Background: an optimization exercise with open tools, aiming at small area, a short achievable clock period and few clock cycles per item. Do not read the settings as production practice. Function was checked by simulation only, so behaviour that the tests miss may differ from the original. Power is estimated from default activity; no workload was simulated.

## flow/run.sh

```bash
#!/bin/bash
# synth_recipe.tcl (not shown) runs the flow's synth.tcl, then flattens the netlist and writes it again
# the make line also repeats each setting of config.mk as NAME=value (left out here)
make -C /OpenROAD-flow-scripts/flow DESIGN_CONFIG=/design/flow/config.mk WORK_HOME=/design/flow/orfs CLKGATE_MAP_FILE= SYNTH_SCRIPT=/design/flow/synth_recipe.tcl finish
```

## flow/config.mk

```make
export PLATFORM = sky130hd
export DESIGN_NAME = encoder_speed_and_ramped_setpoint_core
export DESIGN_NICKNAME = encoder_speed_and_ramped_setpoint_core
export VERILOG_FILES = /design/flow/design.v
export SDC_FILE = /design/flow/constraint.sdc
export NUM_CORES = 4
export LEC_CHECK = 0
export CAP_MARGIN = 20
export CORE_MARGIN = 2
export CORE_UTILIZATION = 40
export SLEW_MARGIN = 20
```

## flow/constraint.sdc

```tcl
create_clock -name core_clock -period 8.0 [get_ports {clk}]
set_input_delay 1.6000 -clock core_clock [delete_from_list [all_inputs] [get_ports {clk}]]
set_output_delay 1.6000 -clock core_clock [all_outputs]
set_load 0.01 [all_outputs]
```

## flow/design.v

```verilog
`default_nettype none
package esr_pkg;
  localparam logic [10:0] MS_PER_S = 11'd1000;
endpackage
`default_nettype wire
`default_nettype none
module encoder_speed_and_ramped_setpoint_core (
  input  logic clk,
  input  logic rst,
  input  logic psel,
  input  logic penable,
  input  logic pwrite,
  input  logic [4:0] paddr,
  input  logic [31:0] pwdata,
  output logic [31:0] prdata,
  output logic pready,
  input  logic in_valid,
  output logic in_ready,
  input  logic signed [31:0] encoder_count,
  input  logic [31:0] time_ms,
  input  logic signed [16:0] target_speed_mm_s,
  output logic out_valid,
  input  logic out_ready,
  output logic signed [23:0] measured_speed_mm_s,
  output logic signed [20:0] measured_scaled,
  output logic signed [16:0] ramped_speed_mm_s,
  output logic signed [10:0] setpoint_scaled
);
  logic reverse;
  logic [15:0] pulses_per_rev;
  logic [23:0] circumference_um;
  logic [15:0] max_speed_mm_s;
  logic [15:0] max_accel_mm_s2;
  logic cfg_wr;
  assign pready = 1'b1;
  assign cfg_wr = psel & penable & pwrite;
  always_comb begin
    case (paddr[4:2])
      3'd0: prdata = {31'd0, reverse};
      3'd1: prdata = {16'd0, pulses_per_rev};
      3'd2: prdata = {8'd0, circumference_um};
      3'd3: prdata = {16'd0, max_speed_mm_s};
      3'd4: prdata = {16'd0, max_accel_mm_s2};
      default: prdata = '0;
    endcase
  end
  always_ff @(posedge clk) begin
    if (rst) begin
      reverse <= 1'b0;
      pulses_per_rev <= 16'd1;
      circumference_um <= 24'd1;
      max_speed_mm_s <= 16'd1;
      max_accel_mm_s2 <= 16'd2500;
    end else if (cfg_wr) begin
      case (paddr[4:2])
        3'd0: reverse <= pwdata[0];
        3'd1: pulses_per_rev <= pwdata[15:0];
        3'd2: circumference_um <= pwdata[23:0];
        3'd3: max_speed_mm_s <= pwdata[15:0];
        3'd4: max_accel_mm_s2 <= pwdata[15:0];
        default: ;
      endcase
    end
  end
  logic [15:0] ppr_eff;
  logic accel_on;
  assign ppr_eff = (pulses_per_rev == 16'd0) ? 16'd1 : pulses_per_rev;
  assign accel_on = (max_accel_mm_s2 != 16'd0);
  logic signed [31:0] last_position;
  logic [31:0] last_sample_time;
  logic [31:0] last_ramp_time;
  logic signed [16:0] ramped_speed;
  logic s1_busy, s1_done;
  logic [4:0] s1_cnt;
  logic signed [32:0] s1_u;        
  logic s1_neg;                    
  logic [31:0] mx_hi;
  logic [23:0] mx_lo;
  logic [31:0] md_a;
  logic [31:0] md_hi;
  logic [15:0] md_lo;
  logic s1_dz;
  logic [26:0] mp_a;
  logic mp_asat;
  logic [26:0] mp_acc;
  logic mp_sat;
  logic s2_free;
  logic s1_fire;
  assign in_ready = s1_done & s2_free;
  assign s1_fire = in_valid & in_ready;
  logic signed [32:0] ph_ext, lp_term, u_next;
  logic [1:0] u_cin;
  logic [31:0] dt_next, rdt_next;
  assign ph_ext = {{2{encoder_count[31]}}, encoder_count[31:1]};
  assign lp_term = {last_position[31], last_position} ^ {33{~reverse}};
  assign u_cin = {1'b0, encoder_count[31] & encoder_count[0]} + {1'b0, ~reverse};
  assign u_next = ph_ext + lp_term + $signed({31'd0, u_cin});
  assign dt_next = time_ms - last_sample_time;
  assign rdt_next = time_ms - last_ramp_time;
  logic [31:0] mx_a;
  logic mx_cin;
  logic [32:0] mx_sum;
  assign mx_a = s1_u[31:0] ^ {32{s1_u[32]}};
  assign mx_cin = mx_lo[0] & s1_u[32];
  assign mx_sum = {1'b0, mx_hi} + (mx_lo[0] ? {1'b0, mx_a} : 33'd0) + {32'd0, mx_cin};
  logic [32:0] md_sum;
  assign md_sum = {1'b0, md_hi} + (md_lo[0] ? {1'b0, md_a} : 33'd0);
  logic mp_bit;
  logic [28:0] mp_next;
  assign mp_bit = max_accel_mm_s2[4'd15 - s1_cnt[3:0]];
  assign mp_next = {1'b0, mp_acc, 1'b0} + (mp_bit ? {2'b00, mp_a} : 29'd0);
  always_ff @(posedge clk) begin
    if (rst) begin
      s1_busy <= 1'b0;
      s1_done <= 1'b0;
      s1_cnt <= '0;
    end else if (!s1_busy) begin
      if (in_valid) begin
        s1_busy <= 1'b1;
        s1_done <= 1'b0;
        s1_cnt <= '0;
      end
    end else if (!s1_done) begin
      s1_cnt <= s1_cnt + 5'd1;
      if (s1_cnt == 5'd23) s1_done <= 1'b1;
    end else if (s1_fire) begin
      s1_busy <= 1'b0;
      s1_done <= 1'b0;
    end
  end
  always_ff @(posedge clk) begin
    if (!s1_busy) begin
      s1_u <= u_next;
      s1_neg <= reverse ? (!u_next[32] && (u_next != 33'sd0)) : u_next[32];
      mx_hi <= '0;
      mx_lo <= circumference_um;
      md_a <= dt_next;
      s1_dz <= (dt_next == 32'd0);
      md_hi <= '0;
      md_lo <= ppr_eff;
      mp_a <= rdt_next[26:0];
      mp_asat <= (rdt_next[31:27] != 5'd0);
      mp_acc <= '0;
      mp_sat <= 1'b0;
    end else if (!s1_done) begin
      mx_hi <= mx_sum[32:1];
      mx_lo <= {mx_sum[0], mx_lo[23:1]};
      if (!s1_cnt[4]) begin
        md_hi <= md_sum[32:1];
        md_lo <= {md_sum[0], md_lo[15:1]};
        mp_acc <= mp_next[26:0];
        if (mp_next[28:27] != 2'b00) mp_sat <= 1'b1;
      end
    end
  end
  logic s2_busy, s2_done;
  logic [4:0] s2_cnt;
  logic s2_chk;
  logic [47:0] dv_r;
  logic [47:0] dv_d;
  logic [23:0] dv_q;
  logic s2_neg, s2_dz, s2_ovf;
  logic [9:0] st_r;
  logic [17:0] st_q;
  logic st_sat;
  logic signed [16:0] s2_tgt;
  logic s2_ramp_done;
  logic s3_free;
  logic s2_fire;
  assign s2_fire = s2_done & s3_free;
  assign s2_free = !s2_busy || s2_fire;
  logic [48:0] dv_trial;
  logic [49:0] dv_diff;
  logic dv_ge;
  assign dv_trial = {dv_r, dv_q[23]};
  assign dv_diff = {1'b0, dv_trial} - {2'b00, dv_d};
  assign dv_ge = !dv_diff[49];
  logic [10:0] st_trial;
  logic [11:0] st_diff;
  logic st_ge;
  assign st_trial = {st_r, st_q[17]};
  assign st_diff = {1'b0, st_trial} - {1'b0, esr_pkg::MS_PER_S};
  assign st_ge = !st_diff[11];
  logic signed [17:0] rp_diff;
  logic [17:0] rp_adiff;
  logic rp_snap;
  logic signed [17:0] rp_move;
  assign rp_diff = {s2_tgt[16], s2_tgt} - {ramped_speed[16], ramped_speed};
  assign rp_adiff = rp_diff[17] ? 18'(-rp_diff) : 18'(rp_diff);
  assign rp_snap = (rp_adiff <= 18'd1) || st_sat || (rp_adiff <= st_q);
  assign rp_move = rp_diff[17] ? ({ramped_speed[16], ramped_speed} - $signed(st_q))
                               : ({ramped_speed[16], ramped_speed} + $signed(st_q));
  always_ff @(posedge clk) begin
    if (rst) begin
      s2_busy <= 1'b0;
      s2_done <= 1'b0;
      s2_ramp_done <= 1'b0;
      s2_cnt <= '0;
      s2_chk <= 1'b0;
    end else if (s1_fire) begin
      s2_busy <= 1'b1;
      s2_done <= 1'b0;
      s2_ramp_done <= 1'b0;
      s2_cnt <= '0;
      s2_chk <= 1'b1;
    end else if (s2_fire) begin
      s2_busy <= 1'b0;
      s2_done <= 1'b0;
    end else if (s2_busy && !s2_done) begin
      s2_chk <= 1'b0;
      if (!s2_chk) begin
        s2_cnt <= s2_cnt + 5'd1;
        if (s2_cnt == 5'd23) s2_done <= 1'b1;
        if (s2_cnt == 5'd18) s2_ramp_done <= 1'b1;
      end
    end
  end
  always_ff @(posedge clk) begin
    if (s1_fire) begin
      dv_r <= {16'd0, mx_hi};
      dv_q <= mx_lo;
      dv_d <= {md_hi, md_lo};
      s2_neg <= s1_neg;
      s2_dz <= s1_dz;
      st_r <= {1'b0, mp_acc[26:18]};
      st_q <= mp_acc[17:0];
      st_sat <= mp_sat | mp_asat;
      s2_tgt <= (target_speed_mm_s == -17'sd65536) ? -17'sd65535 : target_speed_mm_s;
    end else if (s2_busy && !s2_done) begin
      if (s2_chk) begin
        s2_ovf <= (dv_r >= dv_d);
      end else begin
        dv_r <= dv_ge ? dv_diff[47:0] : dv_trial[47:0];
        dv_q <= {dv_q[22:0], dv_ge};
        if (s2_cnt < 5'd18) begin
          st_r <= st_ge ? st_diff[9:0] : st_trial[9:0];
          st_q <= {st_q[16:0], st_ge};
        end
      end
    end
  end
  always_ff @(posedge clk) begin
    if (rst) begin
      last_position <= '0;
      last_sample_time <= '0;
      last_ramp_time <= '0;
      ramped_speed <= '0;
    end else begin
      if (s1_fire) begin
        last_position <= reverse ? 32'(last_position - s1_u[31:0])
                                 : 32'(last_position + s1_u[31:0]);
        last_sample_time <= time_ms;
        if (accel_on) last_ramp_time <= time_ms;
      end
      if (s2_busy && !s2_done && !s2_chk && s2_cnt == 5'd18) begin
        if (!accel_on) ramped_speed <= s2_tgt;
        else ramped_speed <= rp_snap ? s2_tgt : rp_move[16:0];
      end
    end
  end
  logic s2_sat;
  logic signed [23:0] spd_val;
  logic [23:0] spd_mag;
  assign s2_sat = s2_ovf | dv_q[23];
  always_comb begin
    if (s2_dz) begin
      spd_val = '0;
      spd_mag = '0;
    end else if (!s2_neg) begin
      spd_val = s2_sat ? 24'sh7fffff : $signed(dv_q);
      spd_mag = s2_sat ? 24'h7fffff : dv_q;
    end else begin
      spd_val = s2_sat ? 24'sh800000 : $signed(24'(-dv_q));
      spd_mag = s2_sat ? 24'h800000 : dv_q;
    end
  end
  logic s3_busy, s3_chk, s3_fin;
  logic [4:0] s3_cnt;
  logic [18:0] ms_r;
  logic [19:0] ms_q;
  logic [15:0] ss_r;
  logic [9:0] ss_q;
  logic ms_ovf, ss_ovf;
  assign s3_free = !s3_busy && (!out_valid || out_ready);
  logic [31:0] y_full;
  logic [16:0] rm;
  logic [24:0] z_full;
  assign y_full = {spd_mag, 8'd0} - {8'd0, spd_mag};
  assign rm = ramped_speed[16] ? 17'(-ramped_speed) : 17'(ramped_speed);
  assign z_full = {rm, 8'd0} - {8'd0, rm};
  logic [16:0] ms_trial, ss_trial;
  logic [17:0] ms_diff, ss_diff;
  logic ms_ge, ss_ge;
  assign ms_trial = {ms_r[15:0], ms_q[19]};
  assign ms_diff = {1'b0, ms_trial} - {2'b00, max_speed_mm_s};
  assign ms_ge = !ms_diff[17];
  assign ss_trial = {ss_r[15:0], ss_q[9]};
  assign ss_diff = {1'b0, ss_trial} - {2'b00, max_speed_mm_s};
  assign ss_ge = !ss_diff[17];
  always_ff @(posedge clk) begin
    if (rst) begin
      s3_busy <= 1'b0;
      s3_chk <= 1'b0;
      s3_fin <= 1'b0;
      s3_cnt <= '0;
      out_valid <= 1'b0;
    end else begin
      if (out_valid && out_ready) out_valid <= 1'b0;
      if (s2_fire) begin
        s3_busy <= 1'b1;
        s3_chk <= 1'b1;
        s3_fin <= 1'b0;
        s3_cnt <= '0;
      end else if (s3_busy) begin
        s3_chk <= 1'b0;
        if (s3_fin) begin
          s3_busy <= 1'b0;
          s3_fin <= 1'b0;
          out_valid <= 1'b1;
        end else if (!s3_chk) begin
          s3_cnt <= s3_cnt + 5'd1;
          if (s3_cnt == 5'd19) s3_fin <= 1'b1;
        end
      end
    end
  end
  always_ff @(posedge clk) begin
    if (s2_fire) begin
      measured_speed_mm_s <= spd_val;
      ramped_speed_mm_s <= ramped_speed;
      ms_r <= y_full[30:12];
      ms_q <= {y_full[11:0], 8'd0};
      ss_r <= {2'b00, z_full[23:10]};
      ss_q <= z_full[9:0];
    end else if (s3_busy) begin
      if (s3_chk) begin
        ms_ovf <= (ms_r >= {3'd0, max_speed_mm_s});
        ss_ovf <= (ss_r >= max_speed_mm_s);
      end else if (s3_fin) begin
        if (max_speed_mm_s == 16'd0) begin
          measured_scaled <= -21'sd256;
          setpoint_scaled <= -11'sd1;
        end else begin
          if (!measured_speed_mm_s[23])
            measured_scaled <= ms_ovf ? 21'sh0fffff : $signed({1'b0, ms_q});
          else
            measured_scaled <= ms_ovf ? 21'sh100000 : $signed(21'(-{1'b0, ms_q}));
          if (!ramped_speed_mm_s[16])
            setpoint_scaled <= ss_ovf ? 11'sd1023 : $signed({1'b0, ss_q});
          else
            setpoint_scaled <= ss_ovf ? -11'sd1023 : $signed(11'(-{1'b0, ss_q}));
        end
      end else begin
        ms_r <= {3'd0, ms_ge ? ms_diff[15:0] : ms_trial[15:0]};
        ms_q <= {ms_q[18:0], ms_ge};
        if (s3_cnt < 5'd10) begin
          ss_r <= ss_ge ? ss_diff[15:0] : ss_trial[15:0];
          ss_q <= {ss_q[8:0], ss_ge};
        end
      end
    end
  end
endmodule
`default_nettype wire
```

==> summary.txt <==
The global placer's final weighted congestion is 0.905. The die outline height is 366 microns. The count of hold-fix buffers inserted at cts came out at 0. Leaving out fill and tap cells, the most frequent cells in the layout are nand2_1, a21oi_1, ha_1. The number of instances in the synthesized netlist is 6034. In this run the cell area measured after placement is 56000 sq um. The final routed DRC violation total came out at 0. The area overhead of the layout relative to synthesis is 12.9%. The worst setup margin is 823 ps. Leaving out fill and tap cells, the most frequent cell in the layout is nand2_1.

The average wire per standard cell came out at 17.6 microns. For this run, the total global-route usage over all layers was measured as 20.3%. The transition time of the tightest slew-check pin came out at 1090 ps. Adding up every negative setup slack in the final design gives 0 ps. The post-synthesis sequential element count came out at 746. The TritonCTS buffer count came out at 89.

For this design the ratio of total power to cell area is 178 nW/um^2. The number of detailed-routing iterations run before antenna repair is 5. Dividing the final minimum period by the clock period gives 89.7%. The number of global-route vias before repair was 41.1k.

The number of antenna violations at the first check in global routing came out at 8. The tightest min-delay check is of the register to register type. The core box area is 130000 sq um. The hold violation total from the final report came to 0. Fill cells in the final layout number 12.6k. The most used flip-flop cell after synthesis is edfxtp_1.

The flow ran to the end and the layout has no timing, DRC or antenna violations. At the worst endpoint, the required time is 8420 ps. The static leakage is 23.2 nW.

In this run the horizontal extent of the chip is 366 microns. The worst clock skew came out at 34.6 ps. The clock root buffer is clkbuf_16. The start point of the worst min-delay path is md_lo[15].

The biggest area contributor in the post-synthesis netlist is edfxtp_1. The number of standard-cell rows in the floorplan came out at 132. The count of final max-slew check failures came out at 0.

The first-pass GRT wire length is 224000 microns. The post-synthesis cell area came out at 52300 sq um. The number of warnings reported in the yosys synthesis log is 1. The remaining global-route overflow is 0. The max-capacitance violation count is 0. The finished cells cover 59100 sq um.

The number of buffers on the longest clock path came out at 3. The number of setup buffers added after CTS came out at 0. The number of enable-type register cells in the synthesized netlist is 417.

Detailed routing inserted a total of 42.9k vias. The instance count along the most critical hold path is 0. The cell depth of the worst flop-to-flop path came out at 18. Setup violations remaining at the end of the flow were counted as 0. The worst setup slack before clock tree synthesis is 111 ps. The share of flip-flops with an asynchronous set or reset after synthesis came out at 0%. The number of gates given a new drive strength after cts came out at 0. The clock latency reported for the late side of the worst-skew pair came out at 690 ps. Detailed placement ended at an HPWL of 104000 microns. Summing the sequential cell areas from Yosys gives 36.5% of the chip area.

Setup repair after global routing left no endpoint under its margin. The total wire length is 140000 microns. The level count of the clock H-tree is 3. The number of primary I/O pins is 233. The port buffer count came out at 213. The number of routed nets with antenna violations is 0. The achievable clock frequency came out at 139 MHz. By startpoint and endpoint, the worst setup path is classified as input pin to register. The share of final-layout standard cells stronger than drive strength 1 is 4.79%.

The initial core utilization is 40.4%. The detailed router finished its first iteration with 2732 violations. Yosys attributes the largest share of cell area to edfxtp_1, dfxtp_1, ha_1. The number of nets in the final layout is 6757. The die area came out at 134000 sq um. The pin count of the biggest net entering global routing is 157. At the worst endpoint, the arrival time is 7590 ps. In this run the worst path has a maximum fanout of 2. The number of vias per cell after detailed routing is 5.41.

The type of element launching the critical path is an input pin. TritonCTS built the clock tree. The post-layout minimum cycle time is 7180 ps.

The count of distinct cell types in the synthesized netlist is 94. The top cell type's share of synthesized area came out at 23.9%. The largest vdd supply drop is 130 uV.

The sum of internal, switching and leakage power came out at 0.0105 W. The critical path starts at encoder_count[31]. Clock-pin slew was measured on the worst setup and hold paths at 60 ps. The number of clock sinks came out at 746. Measured against its own limit, the worst slew margin works out to 27.1%.

The origin of the critical flop-to-flop path is reverse. A synthesized cell averages 8.67 sq um. The endpoint class of the critical path is a register.
report_power, final:
part           leakage (nW)  switching (W)  internal, W
clock                  1.50        0.00174      0.00251
combinational          15.0       0.000997     0.000825
sequential             6.67       0.000193      0.00425
total                  23.2        0.00293      0.00759
sequential cells by signal (all words and copies together) (netlist names), 27 cells and up:
register / count
last_ramp_time: 32
md_hi: 32
s1_u: 33
mp_acc: 27
dv_r: 48
md_a: 32
last_position: 32
mp_a: 27
mx_hi: 32
dv_d: 48
last_sample_time: 32
kinds of logic after synthesis:
family	count (synthesis)	synth area share, %
multiplexers	81	1.77
buffers and inverters	577	4.22
adder cells (fa/ha/maj)	508	12.4
XOR/XNOR	466	7.80
flip-flops	746	36.5
other	2	0.0144
AO/OA/AOI/OAI	1573	18.9
AND/OR/NAND/NOR	2081	18.4
synth_stat cells, drive strengths merged (41+ instances only):
master / count
nand3: 106
a31oi: 61
a211oi: 62
inv: 313
nor2: 453
nand4: 46
o21a: 65
or3: 50
mux2: 41
nor2b: 71
dfxtp: 329
a21o: 148
nand2: 862
a21oi: 591
xor2: 149
and2: 124
clkbuf: 235
nor3: 112
edfxtp: 417
o21ai: 290
xnor2: 317
ha: 493
nand2b: 72
cell type report:
class	instances	area [sq um]	area share [%]
multi-input cells	4718	31100	52.6
flip-flops and latches	746	19100	32.3
clock buffers	116	2470	4.18
repair buffers	251	2440	4.13
well taps	1742	2180	3.69
inverters	318	1210	2.04
clock inverters	50	578	0.978
diodes	3	7.51	0.0127
path summary, 6_finish.rpt:
path,to,slack [ps]
setup / recovery,s1_neg,820
setup reg to reg,s1_neg,1530
hold / removal,dv_d[15],440
hold reg to reg,dv_d[15],440
stage by stage:
stage	util (%)	hold WS, ps	std cells
4_1_cts	45.6	447	7941
3_3_place_gp	43.2	428	7775
6_report	45.6	440	7944
2_1_floorplan	-	400	6041
5_1_grt	45.6	458	7941
3_5_place_dp	43.2	432	7775
per-layer routing:
layer  share of wire, %  track usage (%)  routed length (microns)
met2                 46             33.7                    64300
met5              0.014                0                       20
met3                4.8             2.86                     6720
met1                 47             27.9                    65500
met4                2.2             4.90                     3040
critical path, stage by stage:
cell             delay, ps
clkdlybuf4s50_1        430
and2_1                 150
ha_1                   260
inv_1                   40
fa_1                   360
inv_1                   70
ha_1                   170
inv_1                   60
fa_1                   480
clkinv_1                80
or4_1                  530
or3_1                  340
or4_1                  420
or4_1                  450
or4b_1                 530
or4b_1                 540
nor4_1                 260
nand4bb_1              130
or4_1                  440
o31a_1                 250
Testbench counts, summed over its fixed seeds: cycles 51,488, items 1,920.

[afterwards: timing with drivers on the ports]
The results above use ideal ports. As a check the final layout listed here was re-extracted and re-timed, cells and wires unchanged. Step 1 sets driving cells, clkbuf_16 on the clock port and buf_2 on the other inputs (assumed; they add their load-dependent delay and slew). Step 2 also shifts input and output timing later by t, the mid clock arrival at the registers, as if the neighbouring blocks saw the same clock. a / b / c = no drivers / after step 1 / after step 2; a / b = the first two.
t, ns: 0.744
slack for setup (ns): 0.823 / 0.866 / 0.122
cell pins on the clock port's net: 1
After both steps setup and hold are still met in this run. The setup slack of this run moves by +0.043 ns with the drivers and by -0.701 ns with both steps.
